This design comes from an exercise in tuning for small area and a short achievable clock period on the open sky130 flow, not from production work.
No run shown here included a check of the RTL's function; only the layout flow was run.
Power is estimated from default activity; no workload was simulated.

File: config.mk
export PLATFORM = sky130hd
export DESIGN_NAME = controller_datapath
export DESIGN_NICKNAME = controller_datapath
export VERILOG_FILES = /design/flow/design.v
export SDC_FILE = /design/flow/constraint.sdc
export NUM_CORES = 4
export LEC_CHECK = 0
export CAP_MARGIN = 20
export CORE_MARGIN = 2
export CORE_UTILIZATION = 40
export SETUP_SLACK_MARGIN = 4.0
export SLEW_MARGIN = 20
export TNS_END_PERCENT = 0
File: design.v
package controller_datapath_pkg;
  localparam int DATA_W = 16;
  localparam logic [3:0] OP_HALT  = 4'h0;
  localparam logic [3:0] OP_ADD   = 4'h1;
  localparam logic [3:0] OP_SUB   = 4'h2;
  localparam logic [3:0] OP_AND   = 4'h3;
  localparam logic [3:0] OP_OR    = 4'h4;
  localparam logic [3:0] OP_XOR   = 4'h5;
  localparam logic [3:0] OP_JMP   = 4'h8;
  localparam logic [3:0] OP_BEQZ  = 4'h9;
  localparam logic [3:0] OP_LDI   = 4'hA;
  localparam logic [3:0] OP_PUSHI = 4'hB;
  localparam logic [3:0] OP_POP   = 4'hC;
  localparam logic [3:0] OP_PUSH  = 4'hD;
  localparam logic [3:0] OP_SADD  = 4'hE;
  typedef enum logic [1:0] {
    MEMIN_IMM = 2'b00,
    MEMIN_REG = 2'b01,
    MEMIN_SUM = 2'b10
  } memin_e;
  typedef enum logic [1:0] {
    SPI_HOLD = 2'b00,
    SPI_INC  = 2'b01,
    SPI_DEC  = 2'b10
  } spi_e;
endpackage
module cd_control (
  input  logic [3:0] op,
  output logic       is_halt,
  output logic       is_alu,
  output logic       is_sub,
  output logic       is_jmp,
  output logic       is_beqz,
  output logic       is_ldi,
  output logic       is_push,
  output logic       is_pushr,
  output logic       is_pop,
  output logic       is_sadd
);
  assign is_halt  = (op == controller_datapath_pkg::OP_HALT);
  assign is_alu   = (op >= controller_datapath_pkg::OP_ADD) && (op <= controller_datapath_pkg::OP_XOR);
  assign is_sub   = (op == controller_datapath_pkg::OP_SUB);
  assign is_jmp   = (op == controller_datapath_pkg::OP_JMP);
  assign is_beqz  = (op == controller_datapath_pkg::OP_BEQZ);
  assign is_ldi   = (op == controller_datapath_pkg::OP_LDI);
  assign is_push  = (op == controller_datapath_pkg::OP_PUSHI) || (op == controller_datapath_pkg::OP_PUSH);
  assign is_pushr = (op == controller_datapath_pkg::OP_PUSH);
  assign is_pop   = (op == controller_datapath_pkg::OP_POP);
  assign is_sadd  = (op == controller_datapath_pkg::OP_SADD);
endmodule
module controller_datapath #(
  parameter int NREG   = 16,
  parameter int SDEPTH = 16
) (
  input  logic        clk,
  input  logic        reset,
  input  logic [15:0] isr,
  input  logic        stall,
  output logic [15:0] pcout,
  output logic [15:0] tos,
  output logic        halted,
  output logic        err
);
  localparam int DW  = controller_datapath_pkg::DATA_W;
  localparam int SPW = $clog2(SDEPTH + 1);
  logic [3:0]    op, fa, fb, fc, fab;
  logic          is_halt, is_alu, is_sub, is_jmp, is_beqz, is_ldi;
  logic          is_push, is_pushr, is_pop, is_sadd, regw;
  logic [DW-1:0] regs [NREG];
  logic [NREG-1:0] rvalid, nz, slot_ok;
  logic [DW-1:0] arr [SDEPTH-1];
  logic [DW-1:0] tos_q;
  logic [SPW-1:0] sp;
  logic          p_v;
  logic [3:0]    p_dst;
  logic          k_as, k_sub, k_and, k_or, k_xor, k_pass;
  logic [DW-1:0] p_x, p_y, p_res;
  logic          res_zero;
  logic [DW-1:0] rd1, rd2, sec_val, x_in, push_val, pc_seq, pc_next;
  logic          fwd1, fwd2, fwd_a, a_zero, nz_a;
  logic          run, sp_empty, sp_full, sp_ge2, push_ok, pop_ok, sadd_ok, stk_err;
  assign op = isr[15:12];
  assign fa = isr[11:8];
  assign fb = isr[7:4];
  assign fc = isr[3:0];
  cd_control u_ctrl (
    .op      (op),
    .is_halt (is_halt),
    .is_alu  (is_alu),
    .is_sub  (is_sub),
    .is_jmp  (is_jmp),
    .is_beqz (is_beqz),
    .is_ldi  (is_ldi),
    .is_push (is_push),
    .is_pushr(is_pushr),
    .is_pop  (is_pop),
    .is_sadd (is_sadd)
  );
  assign regw = is_alu || is_ldi || is_pop;
  always_comb begin
    logic [DW-1:0] y, hs, cz;
    y     = p_y ^ {DW{k_sub}};
    hs    = p_x ^ y;
    p_res = ({DW{k_as}}   & (p_x + y + DW'(k_sub)))
          | ({DW{k_and}}  & (p_x & p_y))
          | ({DW{k_or}}   & (p_x | p_y))
          | ({DW{k_xor}}  & hs)
          | ({DW{k_pass}} & p_x);
    cz       = hs ^ {(p_x[DW-2:0] | y[DW-2:0]), k_sub};
    res_zero = (k_as   && cz == '0)
            || (k_and  && (p_x & p_y) == '0)
            || (k_or   && (p_x | p_y) == '0)
            || (k_xor  && hs == '0)
            || (k_pass && p_x == '0);
  end
  always_comb
    for (int i = 0; i < NREG; i++)
      slot_ok[i] = rvalid[i] && !(p_v && p_dst == 4'(i));
  assign fab  = op[3] ? fa : fb;
  assign fwd1 = p_v && (p_dst == fab);
  assign fwd2 = p_v && (p_dst == fc);
  assign fwd_a = p_v && (p_dst == fa);
  always_comb begin
    rd1  = fwd1 ? p_res : '0;
    rd2  = fwd2 ? p_res : '0;
    nz_a = 1'b0;
    for (int i = 0; i < NREG; i++) begin
      if (fab == 4'(i) && slot_ok[i]) rd1 = rd1 | regs[i];
      if (fc  == 4'(i) && slot_ok[i]) rd2 = rd2 | regs[i];
      if (fa  == 4'(i)) nz_a = nz[i];
    end
  end
  assign a_zero = fwd_a ? res_zero : !nz_a;
  always_comb begin
    sec_val = '0;
    for (int i = 0; i < SDEPTH - 1; i++)
      if (sp == SPW'(i + 2)) sec_val = sec_val | arr[i];
  end
  assign sp_empty = (sp == '0);
  assign sp_full  = sp[SPW-1];
  assign sp_ge2   = (sp[SPW-1:1] != '0);
  assign push_ok  = is_push && !sp_full;
  assign pop_ok   = is_pop && !sp_empty;
  assign sadd_ok  = is_sadd && sp_ge2;
  assign stk_err  = (is_push && sp_full) || (is_pop && sp_empty) || (is_sadd && !sp_ge2);
  assign x_in     = is_pop ? tos_q : (is_ldi ? {8'h00, isr[7:0]} : rd1);
  assign push_val = is_pushr ? rd1 : {4'h0, isr[11:0]};
  assign pc_seq  = is_jmp ? {4'h0, isr[11:0]} : (is_halt ? pcout : pcout + 16'd1);
  assign pc_next = (is_beqz && a_zero) ? {8'h00, isr[7:0]} : pc_seq;
  assign run = !halted && !stall;
  assign tos = tos_q;
  always_ff @(posedge clk or posedge reset) begin
    if (reset) begin
      pcout  <= '0;
      sp     <= '0;
      halted <= 1'b0;
      err    <= 1'b0;
      tos_q  <= '0;
      rvalid <= '0;
      nz     <= '0;
      p_v    <= 1'b0;
    end else begin
      p_v <= run && regw;
      if (p_v) begin
        rvalid[p_dst] <= 1'b1;
        nz[p_dst]     <= !res_zero;
      end
      if (run) begin
        pcout <= pc_next;
        if (is_halt) halted <= 1'b1;
        if (stk_err) err <= 1'b1;
        if (push_ok) begin
          tos_q <= push_val;
          sp    <= sp + SPW'(1);
        end
        if (pop_ok) begin
          tos_q <= sec_val;
          sp    <= sp - SPW'(1);
        end
        if (sadd_ok) begin
          tos_q <= tos_q + sec_val;
          sp    <= sp - SPW'(1);
        end
      end
    end
  end
  always_ff @(posedge clk) begin
    p_dst  <= fa;
    k_as   <= is_alu && (op[2:0] == 3'd1 || op[2:0] == 3'd2);
    k_sub  <= is_sub;
    k_and  <= is_alu && op[2:0] == 3'd3;
    k_or   <= is_alu && op[2:0] == 3'd4;
    k_xor  <= is_alu && op[2:0] == 3'd5;
    k_pass <= !is_alu;
    p_x    <= x_in;
    p_y    <= rd2;
    if (p_v) regs[p_dst] <= p_res;
    if (push_ok && run)
      for (int i = 0; i < SDEPTH - 1; i++)
        if (sp == SPW'(i + 1)) arr[i] <= tos_q;
  end
endmodule
File: constraint.sdc
create_clock -name core_clock -period 7.5 [get_ports {clk}]
set_input_delay 1.5000 -clock core_clock [delete_from_list [all_inputs] [get_ports {clk}]]
set_output_delay 1.5000 -clock core_clock [all_outputs]
set_load 0.01 [all_outputs]
File: run.sh
#!/bin/bash
# synth_recipe.tcl (not shown) runs the flow's synth.tcl, then flattens the netlist and writes it again
# the make line also repeats each setting of config.mk as NAME=value (left out here)
make -C /OpenROAD-flow-scripts/flow DESIGN_CONFIG=/design/flow/config.mk WORK_HOME=/design/flow/orfs CLKGATE_MAP_FILE= SYNTH_SCRIPT=/design/flow/synth_recipe.tcl finish
==> results of run 1 <==
==> cells in the final DEF (no fill, tap or decap), drive strengths merged, types with 7 or more instances in the layout <==
master         synthesis  final
a211oi                33     33
a21o                  24     24
a21oi                 61     61
a221oi                31     31
a222oi                43     43
a22o                  44     44
a22oi                278    278
and2                   7      7
and3                  27     27
buf                   63    178
clkbuf                58     80
clkdlybuf4s50          0     45
clkinv                 0     25
dfrtp                 72     72
dfxtp                 42     42
edfxtp               496    496
ha                    57     57
inv                   74     75
mux2i                 15     15
nand2                133    133
nand2b                47     48
nand3                 43     43
nand4                 71     71
nor2                  86     86
nor2b                 10     10
nor3                  67     67
nor4                  23     23
o211ai                12     12
o21ai                 82     82
o31ai                  9      9
or3                   15     15
xnor2                 24     24
xor2                  45     45
==> power groups by stage <==
stage	sequential, mW	combinational [mW]	clock (mW)
3_5_place_dp	4.59	2.01	0
2_1_floorplan	4.44	1.28	0
3_3_place_gp	4.57	1.97	0
5_1_grt	4.56	2.52	3.39
6_report	4.54	2.34	3.23
4_1_cts	4.52	2.25	3.26
==> per-stage QoR <==
stage | cells | area, um^2 | power, mW
floorplan | 2191 | 28300 | 5.72
global placement | 3147 | 30200 | 6.55
detailed placement | 3147 | 30200 | 6.60
CTS | 3347 | 33500 | 10.0
global route | 3355 | 33600 | 10.5
finish | 3355 | 33600 | 10.1
==> kinds of logic after synthesis <==
kind of cell / synth area share
buffers and inverters: 0.0314
multiplexers: 0.00983
flip-flops: 0.621
XOR/XNOR: 0.0214
adder cells (fa/ha/maj): 0.0267
AND/OR/NAND/NOR: 0.106
AO/OA/AOI/OAI: 0.184
==> repair_timing <==
item	CTS	global route
buffers inserted	86	5
resized for setup	84	18
pin swaps	29	16
cloned	0	1
setup endpoints to repair	331	359
==> path summary, 6_finish.rpt <==
check	to	slack (ps)	cells past startpoint
min in group asynchronous	sp[2]$_DFFE_PP0P_	1330	3
max reg2reg	tos_q[15]$_DFFE_PP0P_	3570	18
max	tos_q[15]$_DFFE_PP0P_	3540	11
min reg2reg	rvalid[11]$_DFFE_PP0P_	470	1
min	rvalid[11]$_DFFE_PP0P_	470	1
max in group asynchronous	rvalid[8]$_DFFE_PP0P_	5540	4
==> cells in the mapped netlist (5+ instances only) <==
cell | n | share of area
edfxtp_1 | 496 | 0.53
a22oi_1 | 277 | 0.074
nand2_1 | 132 | 0.018
nor2_1 | 84 | 0.011
dfrtp_1 | 72 | 0.064
inv_1 | 71 | 0.0094
nand4_1 | 70 | 0.016
a21oi_1 | 59 | 0.010
clkbuf_1 | 58 | 0.0077
ha_1 | 57 | 0.025
o21ai_0 | 49 | 0.0087
nand2b_1 | 47 | 0.010
nor3_1 | 47 | 0.0083
xor2_1 | 45 | 0.014
a22o_1 | 44 | 0.014
a222oi_1 | 43 | 0.015
buf_2 | 43 | 0.0076
dfxtp_1 | 42 | 0.030
nand3_1 | 41 | 0.0073
o21ai_1 | 33 | 0.0058
a221oi_1 | 30 | 0.0093
a211oi_1 | 27 | 0.0072
and3_1 | 27 | 0.0060
xnor2_1 | 24 | 0.0074
a21o_1 | 23 | 0.0061
nor4_1 | 19 | 0.0042
mux2i_1 | 15 | 0.0053
or3_1 | 15 | 0.0033
nor3_2 | 13 | 0.0046
o211ai_1 | 12 | 0.0032
nor2b_1 | 9 | 0.0020
buf_4 | 8 | 0.0021
o31ai_1 | 8 | 0.0021
and2_1 | 7 | 0.0016
nor3_4 | 7 | 0.0040
a211o_1 | 6 | 0.0019
a211oi_2 | 6 | 0.0027
a21boi_0 | 6 | 0.0016
a31oi_1 | 6 | 0.0013
and4_1 | 6 | 0.0019
o22ai_1 | 6 | 0.0013
a32oi_4 | 5 | 0.0049
buf_1 | 5 | 0.00066
buf_6 | 5 | 0.0020
==> worst max-delay path, delay by kind of cell <==
kind	cells	cell delay [ps]
AND/OR/NAND/NOR	3	370
buffers and inverters	3	1190
AO/OA/AOI/OAI	5	1360
==> layout make-up <==
class / count / area (um^2)
Clock inverter: 34 / 352
Tap cell: 940 / 1180
Multi-Input combinational cell: 1387 / 10400
Sequential cell: 610 / 17500
Timing Repair Buffer: 230 / 2110
Clock buffer: 80 / 1780
Inverter: 74 / 282
Fill cell: 6129 / 36400
==> sequential cells by signal, summed over array words and instances (netlist names), 4 cells and up <==
name / count
p_x: 16
nz: 16
pcout: 16
p_dst: 4
regs: 256
sp: 5
rvalid: 16
tos_q: 16
arr: 240
p_y: 16
==> metal layers <==
layer  global-route usage  wire, um  vias to the layer above
met4                0.122      4950                        0
met3               0.0591     10100                      361
li1                     -         -                     9163
met1                0.347     38300                    10700
met2                0.425     45700                     1518
met5                    0         0                        -
==> impl_metrics.env, run 1 <==
export IMPL_yosys_register_bits=610
export IMPL_pwr_share_seq=0.449
export IMPL_run_status="finished clean"
export IMPL_place_gp_congestion=0.913
export IMPL_cell_chain_critical_path="clkdlybuf4s50_1 > inv_1 > a32oi_4 > nor3_2 > buf_4 > a22oi_1 > nand4_1 > a211oi_1 > o221ai_1 > a21oi_1 > nor3_1"
export IMPL_finalClockSkew_ps=27.7
export IMPL_worst_path_max_fanout=16
export IMPL_post_cts_hold_buffer_count=0
export IMPL_die_width_um=270
export IMPL_grt_overflow=0
export IMPL_clock_latency_at_the_later_pin_of_the_worst_skew_pair_ps=610
export IMPL_tritoncts="yes"
export IMPL_grt_start_max_net_pins=73
export IMPL_vias_in_the_first_global_route=21200
export IMPL_critical_path_startpoint_type="input pin"
export IMPL_grt_antenna_before_repair=1
export IMPL_period_minus_slack_ps=3960
export IMPL_number_of_enable_flip_flop_cells_after_synthesis=496
export IMPL_setup_worst_path_end_class="flip-flop"
export IMPL_worstHoldStart="rvalid[11]$_DFFE_PP0P_"
export IMPL_final_nets=2447
export IMPL_regToRegStartpoint="sp[1]$_DFFE_PP0P_"
export IMPL_cts_sinks=610
export IMPL_p_sw_mw=3.13
export IMPL_core_area_um2=70000
export IMPL_finalSetupTns_ps=0
export IMPL_timing_worst_setup_path_type="in2reg"
export IMPL_floorplan_rows=97
export IMPL_synth_seq_area_share=0.621
export IMPL_cpMaxStageDelayCell="clkdlybuf4s50_1"
export IMPL_setup_worst_path_start="isr[10]"
export IMPL_firstDrtPassIters=9
export IMPL_power_share_combinational=0.231
export IMPL_power_share_switching=0.310
export IMPL_cap_violations=0
export IMPL_numPortBuffers=52
export IMPL_via_per_inst=6.48
export IMPL_grt_setup_unrepaired="yes"
export IMPL_maxSlewViolCount=0
export IMPL_slew_headroom=0.242
export IMPL_die_area_um2=72800
export IMPL_report_final_hold_viol_count=0
export IMPL_cts_max_path_buffers=3
export IMPL_layout_setup_ws_ps=3540
export IMPL_syn_num_nets=2269
export IMPL_floorplan_die_height_um=270
export IMPL_grt_pass1_wl_mm=144
export IMPL_avgSynthCellArea_um2=12.9
export IMPL_route_detailed_drc=0
export IMPL_worst_ep_arrival_time_ps=4440
export IMPL_grtUsageTotal=0.266
export IMPL_areaGrowthSynthToFinish_pct=19.1
export IMPL_final_min_period_over_clock_period=0.529
export IMPL_p_per_area_nw_per_um2=300
export IMPL_clock_root_buffer="clkbuf_16"
export IMPL_timing_critical_path_required_ps=7980
export IMPL_yosys_most_used_dff="edfxtp_1"
export IMPL_peakVddDrop_mv=0.176
export IMPL_postLayoutCoreUtil=0.480
export IMPL_top_level_pins=53
export IMPL_leakagePower_nw=11.8
export IMPL_ctsHtreeMaxLevel=3
export IMPL_dp_worst_setup_slack_ps=2430
export IMPL_finalWirelength_mm=99.1
export IMPL_routed_wire_length_per_instance_um=29.5
export IMPL_hold_crit_path_type="reg2reg"
export IMPL_ant_nets=0
export IMPL_hpwl_mm=60.0
export IMPL_detailedRoute_firstIterationViolations=3535
export IMPL_power_internal_mw=6.97
export IMPL_clkTransAtPathRegs_ps=60
export IMPL_final_hold_worst_slack_ps=466
export IMPL_clock_power_share=0.319
export IMPL_setup_violations=0
export IMPL_synth_async_reset_ratio=0.118
export IMPL_final_layout_size_suffix_gt1_frac=0.176
export IMPL_delay_of_the_slowest_cell_on_the_worst_path_ps=770
export IMPL_effective_utilization_at_floorplan=0.403
export IMPL_number_of_instances_in_the_synthesized_netlist=2191
export IMPL_ys_warnings_count=2
export IMPL_diodes=0
export IMPL_syn_area_um2=28200
export IMPL_tritoncts_num_buffers=66
export IMPL_timing_worst_slew_pin_value_ps=1140
export IMPL_post_synth_num_cell_types=89
export IMPL_route_vias_total=21700
export IMPL_achievable_frequency_mhz=252
==> run 2, diff against run 1 <==
==> flow/run.sh (new file) <==
#!/bin/bash
# Standard ORFS layout, with gate sizing free to change a cell's footprint
# and plain buffers on the ports.
set -euo pipefail
bash standard.sh MATCH_CELL_FOOTPRINT=0 "BUFFER_PORTS_ARGS=-buffer_cell sky130_fd_sc_hd__buf_2" finish > standard.log 2>&1
==> standard.sh (new file) <==
#!/bin/bash
# synth_recipe.tcl (not shown) runs the flow's synth.tcl, then flattens the netlist and writes it again
# the make line also repeats each setting of config.mk as NAME=value (left out here)
make -C /OpenROAD-flow-scripts/flow DESIGN_CONFIG=/design/flow/config.mk WORK_HOME=/design/flow/orfs CLKGATE_MAP_FILE= SYNTH_SCRIPT=/design/flow/synth_recipe.tcl "${@:-finish}"
removed: run.sh
==> run 2 against run 1 <==
Effect of this change: worst hold slack improved by 1.4 ps; sequential power about the same; largest cell class unchanged; first-iteration DRC count is 0.82% lower; critical path depth is 1 lower; combinational power increased by 3%; global-route usage shrank 0.32 points; via count grew 0.91%; clock skew is 26 ps higher; flip-flop and latch count unchanged; area after synthesis stayed put; final area is 1.2% lower.
==> impl_metrics.env, run 2 <==
export IMPL_core_area_um2=70000
export IMPL_period_minus_slack_ps=3980
export IMPL_ant_nets=0
export IMPL_setup_violations=0
export IMPL_power_internal_mw=6.74
export IMPL_run_status="finished clean"
export IMPL_yosysMostFrequentCell="edfxtp_1"
export IMPL_power_share_switching=0.322
export IMPL_grt_pass1_wl_mm=143
export IMPL_final_min_period_over_clock_period=0.530
export IMPL_yosys_area_top_type="edfxtp_1"
export IMPL_mostFrequentLayoutCells="496 x edfxtp_1, 276 x a22oi_1, 155 x buf_4, 131 x nand2_1, 70 x nand4_1"
export IMPL_detailedRoute_firstIterationViolations=3506
export IMPL_clock_latency_at_the_later_pin_of_the_worst_skew_pair_ps=660
export IMPL_cpMaxStageDelayCell="a21boi_0"
export IMPL_finalClockSkew_ps=53.6
export IMPL_synth_top_area_share=0.527
export IMPL_timing_critical_path_required_ps=7770
export IMPL_dp_worst_setup_slack_ps=2510
export IMPL_grt_start_max_net_pins=73
export IMPL_achievable_frequency_mhz=251
export IMPL_firstDrtPassIters=9
export IMPL_synth_async_reset_ratio=0.118
export IMPL_routed_wire_length_per_instance_um=29.3
export IMPL_number_of_enable_flip_flop_cells_after_synthesis=496
export IMPL_vias_in_the_first_global_route=21200
export IMPL_combined_buffer_and_inverter_count_along_the_critical_path=3
export IMPL_report_final_hold_viol_count=0
export IMPL_clock_root_buffer="clkbuf_16"
export IMPL_cp_common_cell="inv_1"
export IMPL_grt_setup_unrepaired="yes"
export IMPL_setup_worst_path_end_class="flip-flop"
export IMPL_areaGrowthSynthToFinish_pct=17.6
export IMPL_slew_headroom=0.213
export IMPL_critical_path_startpoint_type="flip-flop"
export IMPL_cell_types_occupying_the_most_area_after_synthesis="edfxtp_1 53%, a22oi_1 7.4%, dfrtp_1 6.4%, dfxtp_1 3.0%, ha_1 2.5%"
export IMPL_post_route_cell_area_um2=33200
export IMPL_grt_overflow=0
export IMPL_yosys_register_bits=610
export IMPL_p_per_area_nw_per_um2=299
export IMPL_final_hold_worst_slack_ps=468
export IMPL_hpwl_mm=58.5
export IMPL_post_synth_num_cell_types=89
export IMPL_die_width_um=270
export IMPL_leakagePower_nw=11.6
export IMPL_floorplan_rows=97
export IMPL_place_gp_congestion=0.922
export IMPL_maxSlewViolCount=0
export IMPL_syn_num_nets=2269
export IMPL_synth_seq_area_share=0.621
export IMPL_timing_worst_slew_pin_value_ps=1180
export IMPL_clock_power_share=0.299
export IMPL_via_per_inst=6.54
export IMPL_yosys_most_used_dff="edfxtp_1"
export IMPL_effective_utilization_at_floorplan=0.403
export IMPL_finalWirelength_mm=98.5
export IMPL_finalSetupTns_ps=0
export IMPL_timing_worst_setup_path_type="reg2reg"
export IMPL_peakVddDrop_mv=0.219
export IMPL_cts_sinks=610
export IMPL_post_dp_cell_area_um2=30000
export IMPL_tritoncts_num_buffers=60
export IMPL_power_share_combinational=0.243
export IMPL_worst_path_max_fanout=21
export IMPL_grt_antenna_before_repair=1
export IMPL_grtUsageTotal=0.263
export IMPL_delay_of_the_slowest_cell_on_the_worst_path_ps=820
export IMPL_post_cts_hold_buffer_count=0
export IMPL_top_level_pins=53
export IMPL_largest_register="regs"
export IMPL_final_layout_size_suffix_gt1_frac=0.206
export IMPL_largest_reg_flops=256
export IMPL_cell_chain_critical_path="buf_6 > xor2_1 > inv_1 > fa_1 > nand3b_1 > a211oi_2 > nor3_1 > xnor2_1 > a21boi_0 > inv_1"
export IMPL_final_nets=2441
export IMPL_layout_commonest_cell="edfxtp_1"
export IMPL_hold_crit_path_type="reg2reg"
export IMPL_cap_violations=0
export IMPL_floorplan_die_height_um=270
export IMPL_tritoncts="yes"
export IMPL_reg_largest_list="regs x256, arr x240"
export IMPL_number_of_instances_in_the_synthesized_netlist=2191
export IMPL_cts_max_path_buffers=3
export IMPL_route_vias_total=21900
export IMPL_ys_warnings_count=2
export IMPL_pwr_share_seq=0.458
export IMPL_route_detailed_drc=0
export IMPL_clkTransAtPathRegs_ps=70
export IMPL_syn_area_um2=28200
export IMPL_avgSynthCellArea_um2=12.9
export IMPL_worst_ep_arrival_time_ps=4250
export IMPL_critical_path_top_delay_family="compound AO/OA/AOI/OAI gates"
export IMPL_p_sw_mw=3.21
export IMPL_ctsHtreeMaxLevel=2
export IMPL_commonest_cells_in_the_netlist="496 x edfxtp_1, 277 x a22oi_1, 132 x nand2_1, 84 x nor2_1, 72 x dfrtp_1"
export IMPL_die_area_um2=72800
export IMPL_layout_setup_ws_ps=3520
export IMPL_numPortBuffers=52
==> run 2: routing by layer <==
layer	vias up	share of wire	global-route usage
met5	-	0.00016	0
met4	2	0.050	0.117
met3	377	0.11	0.0599
met2	1608	0.46	0.425
met1	10800	0.37	0.339
li1	9144	-	-
==> run 2: final cells by class <==
class,count,area (um^2)
flip-flops and latches,610,17500
well taps,940,1180
clock inverters,39,373
repair buffers,229,1740
fillers,6134,36800
multi-input cells,1388,10500
diodes,1,2.50
clock buffers,74,1570
inverters,74,284
==> run 2: path summary, 6_finish.rpt <==
kind	slack, ps	to	cells after the start	startpoint
min reg2reg	470	rvalid[0]$_DFFE_PP0P_	1	rvalid[0]$_DFFE_PP0P_
max	3520	regs[14][8]$_DFFE_PP_	10	k_sub$_DFF_P_
min in group asynchronous	1140	pcout[14]$_DFFE_PP0P_	3	reset
max reg2reg	3520	regs[14][8]$_DFFE_PP_	10	k_sub$_DFF_P_
min	470	rvalid[0]$_DFFE_PP0P_	1	rvalid[0]$_DFFE_PP0P_
max in group asynchronous	5680	sp[2]$_DFFE_PP0P_	3	reset
==> run 2: cells by family (layout without fill, tap and decap cells) <==
family	Yosys count	count (layout)	synth area share
and+or+nand+nor	552	554	0.106
xor gates and xnor gates	69	69	0.0214
buffers and inverters	195	416	0.0314
AOI/OAI and AO/OA	683	683	0.184
other	0	1	0
adders and majority gates	59	59	0.0267
DFF	610	610	0.621
muxes	23	23	0.00983
==> run 2: power by group through the flow <==
| stage | registers (mW) | logic, mW | clock network (mW) |
|---|---|---|---|
| 4_1_cts | 4.53 | 2.20 | 3.01 |
| 5_1_grt | 4.59 | 2.58 | 3.14 |
| 2_1_floorplan | 4.44 | 1.28 | 0 |
| 3_3_place_gp | 4.58 | 1.87 | 0 |
| 6_report | 4.56 | 2.41 | 2.98 |
| 3_5_place_dp | 4.60 | 1.91 | 0 |
==> run 2: repair_timing <==
item	4_1_cts	5_1_grt
gates resized for setup	96	24
setup endpoints to repair	191	271
setup buffers	74	19
cloned	2	1
pin swaps	26	23
==> run 2: through the flow <==
step | std cells | total power, mW | util
6_report | 3355 | 9.95 | 0.474
5_1_grt | 3354 | 10.3 | 0.474
4_1_cts | 3333 | 9.75 | 0.470
3_5_place_dp | 3144 | 6.50 | 0.428
3_3_place_gp | 3143 | 6.45 | 0.428
2_1_floorplan | 2191 | 5.72 | -
==> run 3, diff against run 2 <==
--- a/design.v
+++ b/design.v
@@ -68,17 +68,33 @@
   logic          is_push, is_pushr, is_pop, is_sadd, regw;
   logic [DW-1:0] regs [NREG];
   logic [NREG-1:0] rvalid, nz, slot_ok;
-  logic [DW-1:0] arr [SDEPTH-1];
-  logic [DW-1:0] tos_q;
+  logic [DW-1:0] arr [SDEPTH-2];
+  logic [DW-1:0] tos_q, nos_q;
   logic [SPW-1:0] sp;
   logic          p_v;
   logic [3:0]    p_dst;
   logic          k_as, k_sub, k_and, k_or, k_xor, k_pass;
   logic [DW-1:0] p_x, p_y, p_res;
   logic          res_zero;
-  logic [DW-1:0] rd1, rd2, sec_val, x_in, push_val, pc_seq, pc_next;
+  logic [DW-1:0] rd1, rd2, thd_val, x_in, push_val, pc_seq, pc_next;
   logic          fwd1, fwd2, fwd_a, a_zero, nz_a;
   logic          run, sp_empty, sp_full, sp_ge2, push_ok, pop_ok, sadd_ok, stk_err;
+  function automatic logic [DW-1:0] fast_add(input logic [DW-1:0] a,
+                                             input logic [DW-1:0] b,
+                                             input logic          cin);
+    logic [DW-1:0] g, p, gg, pp;
+    g  = a & b;
+    p  = a ^ b;
+    gg = g;
+    pp = p;
+    gg[0] = g[0] | (p[0] & cin);
+    for (int d = 1; d < DW; d = d * 2)
+      for (int i = DW - 1; i >= d; i--) begin
+        gg[i] = gg[i] | (pp[i] & gg[i-d]);
+        pp[i] = pp[i] & pp[i-d];
+      end
+    fast_add = p ^ {gg[DW-2:0], cin};
+  endfunction
   assign op = isr[15:12];
   assign fa = isr[11:8];
   assign fb = isr[7:4];
@@ -101,7 +117,7 @@
     logic [DW-1:0] y, hs, cz;
     y     = p_y ^ {DW{k_sub}};
     hs    = p_x ^ y;
-    p_res = ({DW{k_as}}   & (p_x + y + DW'(k_sub)))
+    p_res = ({DW{k_as}}   & fast_add(p_x, y, k_sub))
           | ({DW{k_and}}  & (p_x & p_y))
           | ({DW{k_or}}   & (p_x | p_y))
           | ({DW{k_xor}}  & hs)
@@ -132,9 +148,9 @@
   end
   assign a_zero = fwd_a ? res_zero : !nz_a;
   always_comb begin
-    sec_val = '0;
-    for (int i = 0; i < SDEPTH - 1; i++)
-      if (sp == SPW'(i + 2)) sec_val = sec_val | arr[i];
+    thd_val = '0;
+    for (int i = 0; i < SDEPTH - 2; i++)
+      if (sp == SPW'(i + 3)) thd_val = thd_val | arr[i];
   end
   assign sp_empty = (sp == '0);
   assign sp_full  = sp[SPW-1];
@@ -156,6 +172,7 @@
       halted <= 1'b0;
       err    <= 1'b0;
       tos_q  <= '0;
+      nos_q  <= '0;
       rvalid <= '0;
       nz     <= '0;
       p_v    <= 1'b0;
@@ -171,14 +188,17 @@
         if (stk_err) err <= 1'b1;
         if (push_ok) begin
           tos_q <= push_val;
+          nos_q <= tos_q;
           sp    <= sp + SPW'(1);
         end
         if (pop_ok) begin
-          tos_q <= sec_val;
+          tos_q <= nos_q;
+          nos_q <= thd_val;
           sp    <= sp - SPW'(1);
         end
         if (sadd_ok) begin
-          tos_q <= tos_q + sec_val;
+          tos_q <= fast_add(tos_q, nos_q, 1'b0);
+          nos_q <= thd_val;
           sp    <= sp - SPW'(1);
         end
       end
@@ -196,7 +216,7 @@
     p_y    <= rd2;
     if (p_v) regs[p_dst] <= p_res;
     if (push_ok && run)
-      for (int i = 0; i < SDEPTH - 1; i++)
-        if (sp == SPW'(i + 1)) arr[i] <= tos_q;
+      for (int i = 0; i < SDEPTH - 2; i++)
+        if (sp == SPW'(i + 2)) arr[i] <= nos_q;
   end
 endmodule
--- a/config.mk
+++ b/config.mk
@@ -8,6 +8,8 @@
 export CAP_MARGIN = 20
 export CORE_MARGIN = 2
 export CORE_UTILIZATION = 40
+export CTS_CLUSTER_DIAMETER = 100
+export CTS_CLUSTER_SIZE = 30
 export SETUP_SLACK_MARGIN = 4.0
 export SLEW_MARGIN = 20
 export TNS_END_PERCENT = 0
==> run 3 against run 2 <==
Effect of this change: combinational power about the same; area after synthesis up 0.45%; count of clock-buffer cells in the layout is 34 lower; critical path depth decreased by 4; clock power shrank 42%; worst setup slack better by 390 ps; largest cell class unchanged; highest routed layer is now met4.
==> impl_metrics.env, run 3 <==
export IMPL_run_status="finished clean"
export IMPL_grtUsageTotal=0.261
export IMPL_setup_violations=0
export IMPL_areaGrowthSynthToFinish_pct=12.0
export IMPL_floorplan_rows=97
export IMPL_grt_pass1_wl_mm=143
export IMPL_clkTransAtPathRegs_ps=120
export IMPL_synth_seq_area_share=0.615
export IMPL_cpMaxStageDelayCell="nor3_4"
export IMPL_dp_worst_setup_slack_ps=2690
export IMPL_cap_violations=0
export IMPL_synth_async_reset_ratio=0.144
export IMPL_delay_of_the_slowest_cell_on_the_worst_path_ps=1040
export IMPL_ctsHtreeMaxLevel=1
export IMPL_cts_max_path_buffers=3
export IMPL_finalSetupTns_ps=0
export IMPL_finalWirelength_mm=98.8
export IMPL_core_area_um2=70100
export IMPL_slew_headroom=0.193
export IMPL_commonest_cells_in_the_netlist="480 x edfxtp_1, 160 x a22oi_1, 145 x nand2_1, 92 x nor2_1, 88 x dfrtp_1"
export IMPL_post_dp_cell_area_um2=30300
export IMPL_mostFrequentLayoutCells="480 x edfxtp_1, 160 x a22oi_1, 144 x nand2_1, 112 x buf_4, 86 x dfrtp_1"
export IMPL_report_final_hold_viol_count=0
export IMPL_ant_nets=0
export IMPL_grt_overflow=0
export IMPL_total_power_of_the_final_layout_mw=8.84
export IMPL_grt_antenna_before_repair=3
export IMPL_die_area_um2=73100
export IMPL_post_synth_num_cell_types=94
export IMPL_numPortBuffers=52
export IMPL_place_gp_congestion=0.957
export IMPL_final_nets=2374
export IMPL_cts_sinks=610
export IMPL_critical_path_top_delay_family="simple AND/OR/NAND/NOR gates"
export IMPL_setup_worst_path_end_class="flip-flop"
export IMPL_grt_start_max_net_pins=49
export IMPL_detailedRoute_firstIterationViolations=3994
export IMPL_p_per_area_nw_per_um2=278
export IMPL_timing_worst_slew_pin_value_ps=1210
export IMPL_routed_wire_length_per_instance_um=30.3
export IMPL_layout_commonest_cell="edfxtp_1"
export IMPL_tritoncts_num_buffers=25
export IMPL_achievable_frequency_mhz=279
export IMPL_hold_crit_path_type="reg2reg"
export IMPL_die_width_um=270
export IMPL_reg_largest_list="regs x256, arr x224"
export IMPL_final_min_period_over_clock_period=0.478
export IMPL_hpwl_mm=61.6
export IMPL_syn_num_nets=2298
export IMPL_synth_top_area_share=0.508
export IMPL_avgSynthCellArea_um2=12.8
export IMPL_peakVddDrop_mv=0.208
export IMPL_worst_path_max_fanout=16
export IMPL_firstDrtPassIters=12
export IMPL_number_of_enable_flip_flop_cells_after_synthesis=480
export IMPL_timing_worst_setup_path_type="in2reg"
export IMPL_clock_root_buffer="clkbuf_16"
export IMPL_combined_buffer_and_inverter_count_along_the_critical_path=1
export IMPL_route_detailed_drc=0
export IMPL_maxSlewViolCount=0
export IMPL_yosysMostFrequentCell="edfxtp_1"
export IMPL_highest_signal_layer="met4"
export IMPL_cell_types_occupying_the_most_area_after_synthesis="edfxtp_1 51%, dfrtp_1 7.8%, a22oi_1 4.2%, dfxtp_1 3.0%, ha_1 2.6%"
export IMPL_final_layout_size_suffix_gt1_frac=0.151
export IMPL_yosys_most_used_dff="edfxtp_1"
export IMPL_ys_warnings_count=2
export IMPL_tritoncts="yes"
export IMPL_clock_latency_at_the_later_pin_of_the_worst_skew_pair_ps=640
export IMPL_route_met3_wl_mm=10.5
export IMPL_critical_path_startpoint_type="input pin"
export IMPL_met2_wirelength_mm=45.4
export IMPL_route_vias_total=21800
export IMPL_worst_ep_arrival_time_ps=4020
export IMPL_yosys_area_top_type="edfxtp_1"
export IMPL_largest_register="regs"
export IMPL_period_minus_slack_ps=3580
export IMPL_grt_setup_unrepaired="yes"
export IMPL_finalClockSkew_ps=54.3
export IMPL_leakagePower_nw=11.0
export IMPL_largest_reg_flops=256
export IMPL_post_route_cell_area_um2=31800
export IMPL_via_per_inst=6.69
export IMPL_cell_chain_critical_path="buf_2 > nand2_1 > nor3_4 > a221oi_1 > and4_1 > o2111ai_1"
export IMPL_floorplan_die_height_um=270
export IMPL_yosys_register_bits=610
export IMPL_top_level_pins=53
export IMPL_timing_critical_path_required_ps=7940
export IMPL_number_of_instances_in_the_synthesized_netlist=2218
export IMPL_vias_in_the_first_global_route=21100
export IMPL_wirelength_met1_mm=37.9
export IMPL_layout_setup_ws_ps=3920
export IMPL_syn_area_um2=28400
export IMPL_effective_utilization_at_floorplan=0.405
==> run 3: layer usage <==
metal,vias up,global-route usage
met4,0,0.103
met3,352,0.0482
met1,10700,0.350
li1,9089,-
met5,-,0
met2,1589,0.421
==> run 3: timing repair <==
item,CTS,global route
gates cloned,1,2
resized for setup,49,32
endpoints found under the setup margin,147,102
pin swaps,10,12
hold buffers,0,0
buffers inserted,20,14
==> run 3: cell type report <==
| class | count | area, um^2 |
|---|---|---|
| Sequential cell | 610 | 17500 |
| Antenna cell | 2 | 5.00 |
| Timing Repair Buffer | 169 | 1200 |
| Tap cell | 940 | 1180 |
| Clock inverter | 6 | 88.8 |
| Multi-Input combinational cell | 1411 | 10800 |
| Clock buffer | 40 | 692 |
| Inverter | 77 | 297 |
| Fill cell | 6299 | 38400 |
==> run 3: power breakdown <==
group / total (mW) / switching, mW / leakage (nW) / internal, mW
registers: 4.69 / 0.560 / 5.77 / 4.13
clock network: 1.74 / 1.04 / 0.378 / 0.696
logic: 2.41 / 1.49 / 4.84 / 0.928
==> run 3: cells by family (layout without fill, tap and decap cells) <==
kind of cell	count (synthesis)	after routing	share of synthesized area
compound gates	688	689	0.191
flops	610	610	0.615
simple gates	582	584	0.110
buf+inv	200	292	0.0287
fa+ha+maj	61	61	0.0274
xor+xnor	59	59	0.0185
mux	18	18	0.00860
other cells	0	2	0
==> run 3: tightest hold or removal path: stages, from the launching register on <==
cell	delay (ps)
dfrtp_1	360
inv_1	40
o221ai_1	50
==> run 3: final timing paths <==
kind,startpoint,end,slack [ps],cells past startpoint
min reg2reg,err$_DFFE_PP0P_,err$_DFFE_PP0P_,490,2
min in group asynchronous,reset,nos_q[4]$_DFFE_PP0P_,920,2
max in group asynchronous,reset,p_v$_DFF_PP0_,5390,4
min,err$_DFFE_PP0P_,err$_DFFE_PP0P_,490,2
max,isr[1],p_y[5]$_DFF_P_,3920,6
max reg2reg,k_as$_DFF_P_,tos_q[1]$_DFFE_PP0P_,4060,7
==> run 3: through the flow <==
stage / hold slack (ps) / instances / util
after detailed placement: 456 / 3170 / 0.432
after CTS: 489 / 3237 / 0.449
after floorplan: 431 / 2218 / -
final: 487 / 3255 / 0.453
after global placement: 455 / 3169 / 0.431
after global routing: 512 / 3254 / 0.453
==> run 4, diff against run 3 <==
--- a/config.mk
+++ b/config.mk
@@ -8,8 +8,6 @@
 export CAP_MARGIN = 20
 export CORE_MARGIN = 2
 export CORE_UTILIZATION = 40
-export CTS_CLUSTER_DIAMETER = 100
-export CTS_CLUSTER_SIZE = 30
 export SETUP_SLACK_MARGIN = 4.0
 export SLEW_MARGIN = 20
 export TNS_END_PERCENT = 0
==> run 4 against run 3 <==
Effect of this change: still clean; combinational power hardly changed; synthesized cell count is the same; sequential share of layout area shrank 1.9 points; worst hold slack worse by 15 ps; count of clock-buffer cells in the layout increased by 40; register-to-register slack got worse by 90 ps; critical path depth did not move; core utilization increased by 1.6 points; first-iteration DRC count up 12%; sequential power is essentially flat; critical endpoint unchanged.
==> impl_metrics.env, run 4 <==
export IMPL_hpwl_mm=61.6
export IMPL_ctsHtreeMaxLevel=2
export IMPL_final_layout_size_suffix_gt1_frac=0.167
export IMPL_postLayoutCoreUtil=0.469
export IMPL_avgSynthCellArea_um2=12.8
export IMPL_post_synth_num_cell_types=94
export IMPL_setup_worst_path_start="isr[1]"
export IMPL_areaGrowthSynthToFinish_pct=16.0
export IMPL_period_minus_slack_ps=3610
export IMPL_cts_max_path_buffers=3
export IMPL_via_per_inst=6.68
export IMPL_effective_utilization_at_floorplan=0.405
export IMPL_grt_setup_unrepaired="yes"
export IMPL_grt_antenna_before_repair=2
export IMPL_final_min_period_over_clock_period=0.481
export IMPL_achievable_frequency_mhz=277
export IMPL_routed_wire_length_per_instance_um=30.1
export IMPL_grt_overflow=0
export IMPL_layout_setup_ws_ps=3890
export IMPL_largest_register="regs"
export IMPL_synth_seq_area_share=0.615
export IMPL_reg_largest_list="regs x256, arr x224"
export IMPL_report_final_hold_viol_count=0
export IMPL_ys_warnings_count=2
export IMPL_core_area_um2=70100
export IMPL_number_of_instances_in_the_synthesized_netlist=2218
export IMPL_finalClockSkew_ps=59.9
export IMPL_clkTransAtPathRegs_ps=60
export IMPL_run_status="finished clean"
export IMPL_worstReg2RegEnd="tos_q[7]$_DFFE_PP0P_"
export IMPL_cts_sinks=610
export IMPL_floorplan_rows=97
export IMPL_clock_latency_at_the_later_pin_of_the_worst_skew_pair_ps=660
export IMPL_syn_area_um2=28400
export IMPL_rrSetupSlack_ps=3970
export IMPL_final_nets=2402
export IMPL_leakagePower_nw=11.6
export IMPL_critical_path_startpoint_type="input pin"
export IMPL_vias_in_the_first_global_route=21300
export IMPL_worst_path_max_fanout=16
export IMPL_syn_num_nets=2298
export IMPL_ant_nets=0
export IMPL_die_width_um=270
export IMPL_commonest_cells_in_the_netlist="480 x edfxtp_1, 160 x a22oi_1, 145 x nand2_1, 92 x nor2_1, 88 x dfrtp_1"
export IMPL_p_per_area_nw_per_um2=310
export IMPL_route_detailed_drc=0
export IMPL_slew_headroom=0.178
export IMPL_place_gp_congestion=0.957
export IMPL_firstDrtPassIters=13
export IMPL_hold_crit_path_type="reg2reg"
export IMPL_top_level_pins=53
export IMPL_cap_violations=0
export IMPL_timing_critical_path_required_ps=7940
export IMPL_tritoncts="yes"
export IMPL_worstRegToRegCells=13
export IMPL_synth_async_reset_ratio=0.144
export IMPL_largest_reg_flops=256
export IMPL_worst_setup_path_endpoint="p_y[5]$_DFF_P_"
export IMPL_number_of_enable_flip_flop_cells_after_synthesis=480
export IMPL_final_hold_worst_slack_ps=472
export IMPL_mostFrequentLayoutCells="480 x edfxtp_1, 160 x a22oi_1, 144 x nand2_1, 105 x buf_4, 86 x dfrtp_1"
export IMPL_die_area_um2=73100
export IMPL_clock_root_buffer="clkbuf_16"
export IMPL_maxSlewViolCount=0
export IMPL_tritoncts_num_buffers=60
export IMPL_dp_worst_setup_slack_ps=2690
export IMPL_synth_top_area_share=0.508
export IMPL_yosys_most_used_dff="edfxtp_1"
export IMPL_numPortBuffers=52
export IMPL_timing_worst_slew_pin_value_ps=1230
export IMPL_setup_violations=0
export IMPL_grt_start_max_net_pins=49
export IMPL_grtUsageTotal=0.264
export IMPL_yosysMostFrequentCell="edfxtp_1"
export IMPL_cell_types_occupying_the_most_area_after_synthesis="edfxtp_1 51%, dfrtp_1 7.8%, a22oi_1 4.2%, dfxtp_1 3.0%, ha_1 2.6%"
export IMPL_yosys_area_top_type="edfxtp_1"
export IMPL_timing_worst_setup_path_type="in2reg"
export IMPL_finalWirelength_mm=99.9
export IMPL_route_vias_total=22100
export IMPL_finalSetupTns_ps=0
export IMPL_grt_pass1_wl_mm=144
export IMPL_peakVddDrop_mv=0.240
export IMPL_floorplan_die_height_um=270
export IMPL_regToRegStartpoint="p_dst[0]$_DFF_P_"
export IMPL_setup_worst_path_end_class="flip-flop"
export IMPL_worst_ep_arrival_time_ps=4040
export IMPL_yosys_register_bits=610
export IMPL_detailedRoute_firstIterationViolations=4454
export IMPL_layout_commonest_cell="edfxtp_1"
[run 4: what timing repair did]
action                                  CTS  global route
resized for setup                        23            50
hold buffers                              0             0
gates cloned                              0             2
endpoints found under the setup margin  164           159
pin swaps                                 1            15
setup buffers                             3            25
[run 4: where the power goes]
| part | switching (mW) | internal [mW] |
|---|---|---|
| Clock | 1.31 | 1.78 |
| Combinational | 1.48 | 0.916 |
| Sequential | 0.560 | 4.14 |
[run 4: metal layers]
layer,GRT usage,vias up,part of all wire
met1,0.348,10900,0.38
li1,-,9199,-
met2,0.417,1619,0.46
met4,0.113,2,0.049
met5,0,-,0.000090
met3,0.0621,383,0.11
[run 4: logic make-up (layout without fill, tap and decap cells)]
| logic type | after synthesis | count (layout) | share of synthesized area |
|---|---|---|---|
| adder cells (fa/ha/maj) | 61 | 61 | 0.0274 |
| buffers and inverters | 200 | 354 | 0.0287 |
| AO/OA/AOI/OAI | 688 | 688 | 0.191 |
| XOR/XNOR | 59 | 59 | 0.0185 |
| flip-flops | 610 | 610 | 0.615 |
| AND/OR/NAND/NOR | 582 | 584 | 0.110 |
| other | 0 | 1 | 0 |
| multiplexers | 18 | 18 | 0.00860 |
[run 4: how the worst min path moves through the flow]
stage | startpoint | endpoint | slack [ps] | depth (start not counted)
global placement | err$_DFFE_PP0P_ | err$_DFFE_PP0P_ | 460 | 2
finish | rvalid[0]$_DFFE_PP0P_ | rvalid[0]$_DFFE_PP0P_ | 470 | 1
floorplan | rvalid[0]$_DFFE_PP0P_ | rvalid[0]$_DFFE_PP0P_ | 430 | 1
global route | rvalid[7]$_DFFE_PP0P_ | rvalid[7]$_DFFE_PP0P_ | 500 | 1
detailed placement | rvalid[4]$_DFFE_PP0P_ | rvalid[4]$_DFFE_PP0P_ | 460 | 1
CTS | rvalid[4]$_DFFE_PP0P_ | rvalid[4]$_DFFE_PP0P_ | 470 | 1
[run 4: layout make-up]
class,instances,area [um^2]
flip-flops and latches,610,17500
repair buffers,163,1160
multi-input cells,1410,10800
clock inverters,34,417
clock buffers,80,1610
diodes,1,2.50
well taps,940,1180
inverters,77,297
fillers,6195,37200
[run 4: stage by stage]
stage	power [mW]	instances	area [um^2]
2_1_floorplan	6.05	2218	28400
3_3_place_gp	6.92	3169	30300
3_5_place_dp	6.99	3170	30300
4_1_cts	10.1	3287	32500
5_1_grt	10.6	3315	32900
6_report	10.2	3315	32900
[run 4: worst max-delay path, cell delays in order]
cell	delay [ps]
buf_2	400
nand2_1	370
nor3_4	1030
a221oi_1	230
and4_1	240
o2111ai_1	250
==> run 5, diff against run 4 <==
--- a/config.mk
+++ b/config.mk
@@ -8,6 +8,8 @@
 export CAP_MARGIN = 20
 export CORE_MARGIN = 2
 export CORE_UTILIZATION = 40
+export CTS_CLUSTER_DIAMETER = 80
+export CTS_CLUSTER_SIZE = 24
 export SETUP_SLACK_MARGIN = 4.0
 export SLEW_MARGIN = 20
 export TNS_END_PERCENT = 0
==> run 5 against run 4 <==
Effect of this change: synthesized cell count unchanged; core utilization decreased by 1.1 points; register-to-register slack improved by 70 ps; via count decreased by 0.78%; worst hold slack improved by 7.8 ps; sequential share of layout area increased by 1.3 points; critical path depth increased by 5; global-route usage decreased by 0.29 points; wire length decreased by 0.51%; critical path type unchanged.
==> impl_metrics.env, run 5 <==
export IMPL_commonest_cells_in_the_netlist="480 x edfxtp_1, 160 x a22oi_1, 145 x nand2_1, 92 x nor2_1, 88 x dfrtp_1"
export IMPL_timing_critical_path_required_ps=8020
export IMPL_yosys_area_top_type="edfxtp_1"
export IMPL_route_vias_total=22000
export IMPL_vias_in_the_first_global_route=21000
export IMPL_ctsHtreeMaxLevel=2
export IMPL_syn_area_um2=28400
export IMPL_core_area_um2=70100
export IMPL_final_nets=2379
export IMPL_top_level_pins=53
export IMPL_layout_setup_ws_ps=3880
export IMPL_largest_reg_flops=256
export IMPL_hpwl_mm=61.6
export IMPL_finalSetupTns_ps=0
export IMPL_pwr_share_seq=0.507
export IMPL_place_gp_congestion=0.957
export IMPL_p_per_area_nw_per_um2=288
export IMPL_grtUsageTotal=0.261
export IMPL_number_of_instances_in_the_synthesized_netlist=2218
export IMPL_report_final_hold_viol_count=0
export IMPL_numPortBuffers=52
export IMPL_areaGrowthSynthToFinish_pct=13.3
export IMPL_finalWirelength_mm=99.4
export IMPL_finalClockSkew_ps=36.7
export IMPL_cell_types_occupying_the_most_area_after_synthesis="edfxtp_1 51%, dfrtp_1 7.8%, a22oi_1 4.2%, dfxtp_1 3.0%, ha_1 2.6%"
export IMPL_syn_num_nets=2298
export IMPL_yosys_register_bits=610
export IMPL_grt_setup_unrepaired="yes"
export IMPL_tritoncts_num_buffers=35
export IMPL_power_internal_mw=6.02
export IMPL_synth_top_area_share=0.508
export IMPL_post_cts_hold_buffer_count=0
export IMPL_yosysMostFrequentCell="edfxtp_1"
export IMPL_timing_worst_setup_path_type="in2reg"
export IMPL_routed_wire_length_per_instance_um=30.4
export IMPL_cts_max_path_buffers=3
export IMPL_mostFrequentLayoutCells="480 x edfxtp_1, 160 x a22oi_1, 144 x nand2_1, 103 x buf_4, 86 x dfrtp_1"
export IMPL_reg_largest_list="regs x256, arr x224"
export IMPL_layout_commonest_cell="edfxtp_1"
export IMPL_multi_input_area_um2=10800
export IMPL_period_minus_slack_ps=3620
export IMPL_cts_sinks=610
export IMPL_synth_seq_area_share=0.615
export IMPL_synth_async_reset_ratio=0.144
export IMPL_effective_utilization_at_floorplan=0.405
export IMPL_clock_power_share=0.232
export IMPL_route_detailed_drc=0
export IMPL_grt_overflow=0
export IMPL_setup_violations=0
export IMPL_critical_path_startpoint_type="input pin"
export IMPL_setup_worst_path_end_class="flip-flop"
export IMPL_n_fill_cell=6270
export IMPL_grt_antenna_before_repair=2
export IMPL_power_share_switching=0.349
export IMPL_tritoncts="yes"
export IMPL_floorplan_rows=97
export IMPL_slew_headroom=0.177
export IMPL_p_sw_mw=3.23
export IMPL_yosys_most_used_dff="edfxtp_1"
export IMPL_floorplan_die_height_um=270
export IMPL_achievable_frequency_mhz=276
export IMPL_number_of_enable_flip_flop_cells_after_synthesis=480
export IMPL_worst_path_max_fanout=14
export IMPL_clock_root_buffer="clkbuf_16"
export IMPL_seqCellArea_um2=17500
export IMPL_cap_violations=0
export IMPL_clkTransAtPathRegs_ps=90
export IMPL_clock_latency_at_the_later_pin_of_the_worst_skew_pair_ps=610
export IMPL_grt_pass1_wl_mm=142
export IMPL_avgSynthCellArea_um2=12.8
export IMPL_total_power_of_the_final_layout_mw=9.25
export IMPL_final_min_period_over_clock_period=0.483
export IMPL_leakagePower_nw=11.2
export IMPL_worst_ep_arrival_time_ps=4140
export IMPL_die_area_um2=73100
export IMPL_post_synth_num_cell_types=94
export IMPL_firstDrtPassIters=13
export IMPL_power_share_combinational=0.261
export IMPL_final_layout_size_suffix_gt1_frac=0.157
export IMPL_hold_crit_path_type="reg2reg"
export IMPL_dp_worst_setup_slack_ps=2690
export IMPL_ys_warnings_count=2
export IMPL_die_width_um=270
export IMPL_maxSlewViolCount=0
export IMPL_largest_register="regs"
export IMPL_ant_nets=0
export IMPL_detailedRoute_firstIterationViolations=4311
export IMPL_timing_worst_slew_pin_value_ps=1230
export IMPL_via_per_inst=6.72
export IMPL_peakVddDrop_mv=0.186
export IMPL_grt_start_max_net_pins=49
export IMPL_run_status="finished clean"
==> run 5: changes by cell type in the layout (fill, tap and decap cells not counted), sizes merged <==
cell,delta
bufinv,-7
inv,+9
buf,+1
clkbuf,-33
clkinv,-20
a21oi,+1
==> run 5: per-stage QoR <==
step                      utilization  cells  hold slack [ps]  cell area [um^2]
after floorplan                     -   2218              431             28400
after global placement          0.431   3169              455             30300
after detailed placement        0.432   3170              456             30300
after CTS                       0.451   3239              483             31600
after global routing            0.458   3266              505             32100
final                           0.458   3266              480             32100
==> run 5: final timing paths <==
path / depth (start not counted) / slack (ps) / end / start
max: 11 / 3880 / tos_q[2]$_DFFE_PP0P_ / isr[8]
min: 2 / 480 / err$_DFFE_PP0P_ / err$_DFFE_PP0P_
max reg2reg: 13 / 4040 / tos_q[7]$_DFFE_PP0P_ / p_dst[0]$_DFF_P_
min reg2reg: 2 / 480 / err$_DFFE_PP0P_ / err$_DFFE_PP0P_
max in group asynchronous: 4 / 5330 / p_v$_DFF_PP0_ / reset
min in group asynchronous: 2 / 940 / sp[4]$_DFFE_PP0P_ / reset
==> run 5: repair_timing <==
action                     4_1_cts  5_1_grt
gates resized for setup         23       59
setup buffers                    6       23
pin swaps                        3       17
setup endpoints to repair      165      177
gates cloned                     0        3
==> run 5: power by group through the flow <==
stage | clock network [mW] | logic [mW] | registers (mW)
floorplan | 0 | 1.57 | 4.48
global placement | 0 | 2.20 | 4.72
detailed placement | 0 | 2.25 | 4.74
CTS | 2.16 | 2.30 | 4.66
global route | 2.28 | 2.61 | 4.72
finish | 2.14 | 2.41 | 4.69
==> run 5: worst max-delay path, cell delays in order <==
cell	delay (ps)
buf_2	220
inv_1	140
a32oi_4	120
buf_12	170
buf_4	140
nor3_4	840
a222oi_1	280
nand2_1	190
nor3_4	90
a211o_1	300
a21oi_1	120
==> run 5: per-layer routing <==
metal | GRT usage | routed length, um
met3 | 0.0561 | 10900
met5 | 0 | 0
met1 | 0.346 | 37900
met2 | 0.417 | 45900
met4 | 0.106 | 4740
==> run 5: cell families after synthesis <==
logic type,synth area share
compound gates,0.191
xor+xnor,0.0185
fa+ha+maj,0.0274
buf+inv,0.0287
flops,0.615
mux,0.00860
simple gates,0.110
==> run 5: layout make-up <==
| cell class | count | area share |
|---|---|---|
| Sequential cell | 610 | 0.543 |
| Clock buffer | 47 | 0.0290 |
| Clock inverter | 16 | 0.00662 |
| Antenna cell | 1 | 0.0000779 |
| Inverter | 77 | 0.00923 |
| Tap cell | 940 | 0.0366 |
| Timing Repair Buffer | 164 | 0.0377 |
| Multi-Input combinational cell | 1411 | 0.337 |
==> run 6, diff against run 5 <==
--- a/config.mk
+++ b/config.mk
@@ -8,8 +8,8 @@
 export CAP_MARGIN = 20
 export CORE_MARGIN = 2
 export CORE_UTILIZATION = 40
-export CTS_CLUSTER_DIAMETER = 80
-export CTS_CLUSTER_SIZE = 24
-export SETUP_SLACK_MARGIN = 4.0
+export CTS_CLUSTER_DIAMETER = 100
+export CTS_CLUSTER_SIZE = 30
+export SETUP_SLACK_MARGIN = 4.2
 export SLEW_MARGIN = 20
-export TNS_END_PERCENT = 0
+export TNS_END_PERCENT = 10
==> run 6 against run 5 <==
Effect of this change: still clean; core utilization is 0.25 points higher; register-to-register slack better by 80 ps; sequential share of layout area is 0.27 points lower; worst hold slack better by 21 ps; flip-flop and latch count stayed put; critical path depth is 4 lower; die area stayed put; power is 3.0% lower; area after synthesis stayed put.
==> impl_metrics.env, run 6 <==
export IMPL_place_gp_congestion=0.957
export IMPL_critical_path_top_delay_family="simple AND/OR/NAND/NOR gates"
export IMPL_synth_top_area_share=0.508
export IMPL_timing_worst_slew_pin_value_ps=1320
export IMPL_ctsHtreeMaxLevel=1
export IMPL_areaGrowthSynthToFinish_pct=13.9
export IMPL_delay_of_the_slowest_cell_on_the_worst_path_ps=1010
export IMPL_vias_in_the_first_global_route=21500
export IMPL_die_area_um2=73100
export IMPL_numPortBuffers=52
export IMPL_tritoncts_num_buffers=26
export IMPL_grt_pass1_wl_mm=145
export IMPL_maxSlewViolCount=0
export IMPL_layout_setup_ws_ps=3970
export IMPL_layout_commonest_cell="edfxtp_1"
export IMPL_cap_violations=0
export IMPL_timing_worst_setup_path_type="in2reg"
export IMPL_hpwl_mm=61.4
export IMPL_firstDrtPassIters=10
export IMPL_slew_headroom=0.120
export IMPL_finalWirelength_mm=100
export IMPL_synth_async_reset_ratio=0.144
export IMPL_effective_utilization_at_floorplan=0.405
export IMPL_final_layout_size_suffix_gt1_frac=0.169
export IMPL_routed_wire_length_per_instance_um=30.7
export IMPL_achievable_frequency_mhz=284
export IMPL_critical_path_startpoint_type="input pin"
export IMPL_grt_antenna_before_repair=2
export IMPL_top_level_pins=53
export IMPL_route_detailed_drc=0
export IMPL_final_min_period_over_clock_period=0.470
export IMPL_multi_input_area_um2=11100
export IMPL_finalSetupTns_ps=0
export IMPL_number_of_enable_flip_flop_cells_after_synthesis=480
export IMPL_worst_path_max_fanout=16
export IMPL_setup_worst_path_end_class="flip-flop"
export IMPL_yosys_area_top_type="edfxtp_1"
export IMPL_grtUsageTotal=0.264
export IMPL_largest_register="regs"
export IMPL_die_width_um=270
export IMPL_grt_overflow=0
export IMPL_p_per_area_nw_per_um2=278
export IMPL_finalClockSkew_ps=50.1
export IMPL_mostFrequentLayoutCells="480 x edfxtp_1, 160 x a22oi_1, 144 x nand2_1, 113 x buf_4, 84 x dfrtp_1"
export IMPL_via_per_inst=6.80
export IMPL_combined_buffer_and_inverter_count_along_the_critical_path=1
export IMPL_report_final_hold_viol_count=0
export IMPL_clkTransAtPathRegs_ps=120
export IMPL_ys_warnings_count=2
export IMPL_final_hold_worst_slack_ps=501
export IMPL_core_area_um2=70100
export IMPL_dp_worst_setup_slack_ps=2640
export IMPL_cell_types_occupying_the_most_area_after_synthesis="edfxtp_1 51%, dfrtp_1 7.8%, a22oi_1 4.2%, dfxtp_1 3.0%, ha_1 2.6%"
export IMPL_worst_ep_arrival_time_ps=3990
export IMPL_cpMaxStageDelayCell="nor3_4"
export IMPL_floorplan_die_height_um=270
export IMPL_post_synth_num_cell_types=94
export IMPL_tritoncts="yes"
export IMPL_n_fill_cell=6306
export IMPL_syn_num_nets=2298
export IMPL_grt_setup_unrepaired="yes"
export IMPL_post_cts_hold_buffer_count=0
export IMPL_hold_crit_path_type="reg2reg"
export IMPL_number_of_instances_in_the_synthesized_netlist=2218
export IMPL_final_nets=2387
export IMPL_detailedRoute_firstIterationViolations=4180
export IMPL_route_vias_total=22200
export IMPL_peakVddDrop_mv=0.254
export IMPL_largest_reg_flops=256
export IMPL_cts_sinks=610
export IMPL_run_status="finished clean"
export IMPL_cell_chain_critical_path="buf_2 > nand2_1 > nor3_4 > a22o_1 > a221oi_1 > and4_1 > o2111ai_1"
export IMPL_reg_largest_list="regs x256, arr x224"
export IMPL_ant_nets=0
export IMPL_grt_start_max_net_pins=52
export IMPL_avgSynthCellArea_um2=12.8
export IMPL_synth_seq_area_share=0.615
export IMPL_cts_max_path_buffers=3
export IMPL_leakagePower_nw=11.2
export IMPL_syn_area_um2=28400
export IMPL_clock_latency_at_the_later_pin_of_the_worst_skew_pair_ps=650
export IMPL_timing_critical_path_required_ps=7970
export IMPL_commonest_cells_in_the_netlist="480 x edfxtp_1, 160 x a22oi_1, 145 x nand2_1, 92 x nor2_1, 88 x dfrtp_1"
export IMPL_floorplan_rows=97
export IMPL_yosys_most_used_dff="edfxtp_1"
export IMPL_yosys_register_bits=610
export IMPL_setup_violations=0
export IMPL_period_minus_slack_ps=3530
export IMPL_yosysMostFrequentCell="edfxtp_1"
export IMPL_clock_root_buffer="clkbuf_16"
export IMPL_seqCellArea_um2=17500
-- run 6: cell counts after synthesis --
Identical to the previous run, type by type.
-- run 6: cell type report --
| class | count | area share |
|---|---|---|
| timing repair buffer | 182 | 0.0447 |
| multi-input combinational | 1410 | 0.342 |
| antenna | 3 | 0.000232 |
| inverter | 77 | 0.00918 |
| sequential | 610 | 0.541 |
| clock inverter | 7 | 0.00414 |
| clock buffer | 41 | 0.0225 |
| tap | 940 | 0.0364 |
-- run 6: stage by stage --
stage / instance area (um^2) / power [mW] / instances / util
after CTS: 31700 / 8.84 / 3236 / 0.451
after global placement: 30300 / 6.92 / 3167 / 0.432
final: 32300 / 8.97 / 3270 / 0.461
after global routing: 32300 / 9.33 / 3268 / 0.461
after detailed placement: 30300 / 6.98 / 3167 / 0.432
after floorplan: 28500 / 6.06 / 2218 / -
-- run 6: cell families (layout without fill, tap and decap cells) --
kind of cell / count (synthesis) / after routing / synth area share
AND/OR/NAND/NOR: 582 / 584 / 0.110
AO/OA/AOI/OAI: 688 / 688 / 0.191
XOR/XNOR: 59 / 59 / 0.0185
other: 0 / 3 / 0
buffers and inverters: 200 / 307 / 0.0287
adder cells (fa/ha/maj): 61 / 61 / 0.0274
multiplexers: 18 / 18 / 0.00860
flip-flops: 610 / 610 / 0.615
-- run 6: what timing repair did --
item / 4_1_cts / 5_1_grt
pin swaps: 15 / 29
setup endpoints to repair: 325 / 106
gates cloned: 2 / 1
setup buffers: 19 / 26
resized for setup: 66 / 79
-- run 6: where the power goes --
| group | internal, mW | switching, mW | leakage [nW] |
|---|---|---|---|
| combinational | 0.953 | 1.51 | 5.01 |
| sequential | 4.13 | 0.552 | 5.77 |
| clock | 0.743 | 1.08 | 0.410 |
-- run 6: path summary, 6_finish.rpt --
| path | startpoint | endpoint | slack (ps) | depth (start not counted) |
|---|---|---|---|---|
| worst min register to register | rvalid[0]$_DFFE_PP0P_ | rvalid[0]$_DFFE_PP0P_ | 500 | 1 |
| worst max-delay path | isr[0] | p_y[3]$_DFF_P_ | 3970 | 7 |
| worst max register to register | k_sub$_DFF_P_ | p_x[4]$_DFF_P_ | 4120 | 12 |
| max in group asynchronous | reset | p_v$_DFF_PP0_ | 5670 | 3 |
| worst min-delay path | rvalid[0]$_DFFE_PP0P_ | rvalid[0]$_DFFE_PP0P_ | 500 | 1 |
| min in group asynchronous | reset | sp[0]$_DFFE_PP0P_ | 850 | 2 |
-- run 6: layer usage --
metal / share of wire / up-vias / routed length [um] / global-route usage
li1: - / 9148 / - / -
met1: 0.38 / 11200 / 38200 / 0.350
met2: 0.46 / 1540 / 46100 / 0.426
met3: 0.11 / 388 / 10800 / 0.0529
met4: 0.051 / 0 / 5160 / 0.108
met5: 0 / - / 0 / 0

[re-timing with driven ports]
No port has a modelled driver above. Below, the same layouts with a new extraction and two added sets of constraints.
Step 1 sets driving cells, clkbuf_16 on the clock port and buf_2 on the other inputs (assumed; they add their load-dependent delay and slew).
Step 2 adds t to the input delays and takes it off the output delays; t is the mean of the earliest and latest rising clock arrival at the registers after step 1. Input paths then give back, and output paths get back, about the clock's delay inside the block.
Three values: no drivers, after step 1, after step 2; two values: the first two.
| run | shift t [ns] | slack for setup (ns) | worst setup path at the end |
|---|---|---|---|
| run 1 | 0.666 | 3.536 / 3.570 / 2.912 | input to register |
| run 2 | 0.695 | 3.524 / 3.524 / 2.993 | input to register |
| run 3 | 0.672 | 3.916 / 3.958 / 3.286 | input to register |
| run 4 | 0.693 | 3.895 / 3.939 / 3.247 | input to register |
| run 5 | 0.660 | 3.881 / 3.932 / 3.272 | input to register |
| run 6 | 0.688 | 3.974 / 4.015 / 3.327 | input to register |
After both steps setup and hold are still met in every run listed. The setup slack of run 4, which loses most, moves by +0.044 ns with the drivers and by -0.648 ns with both steps.
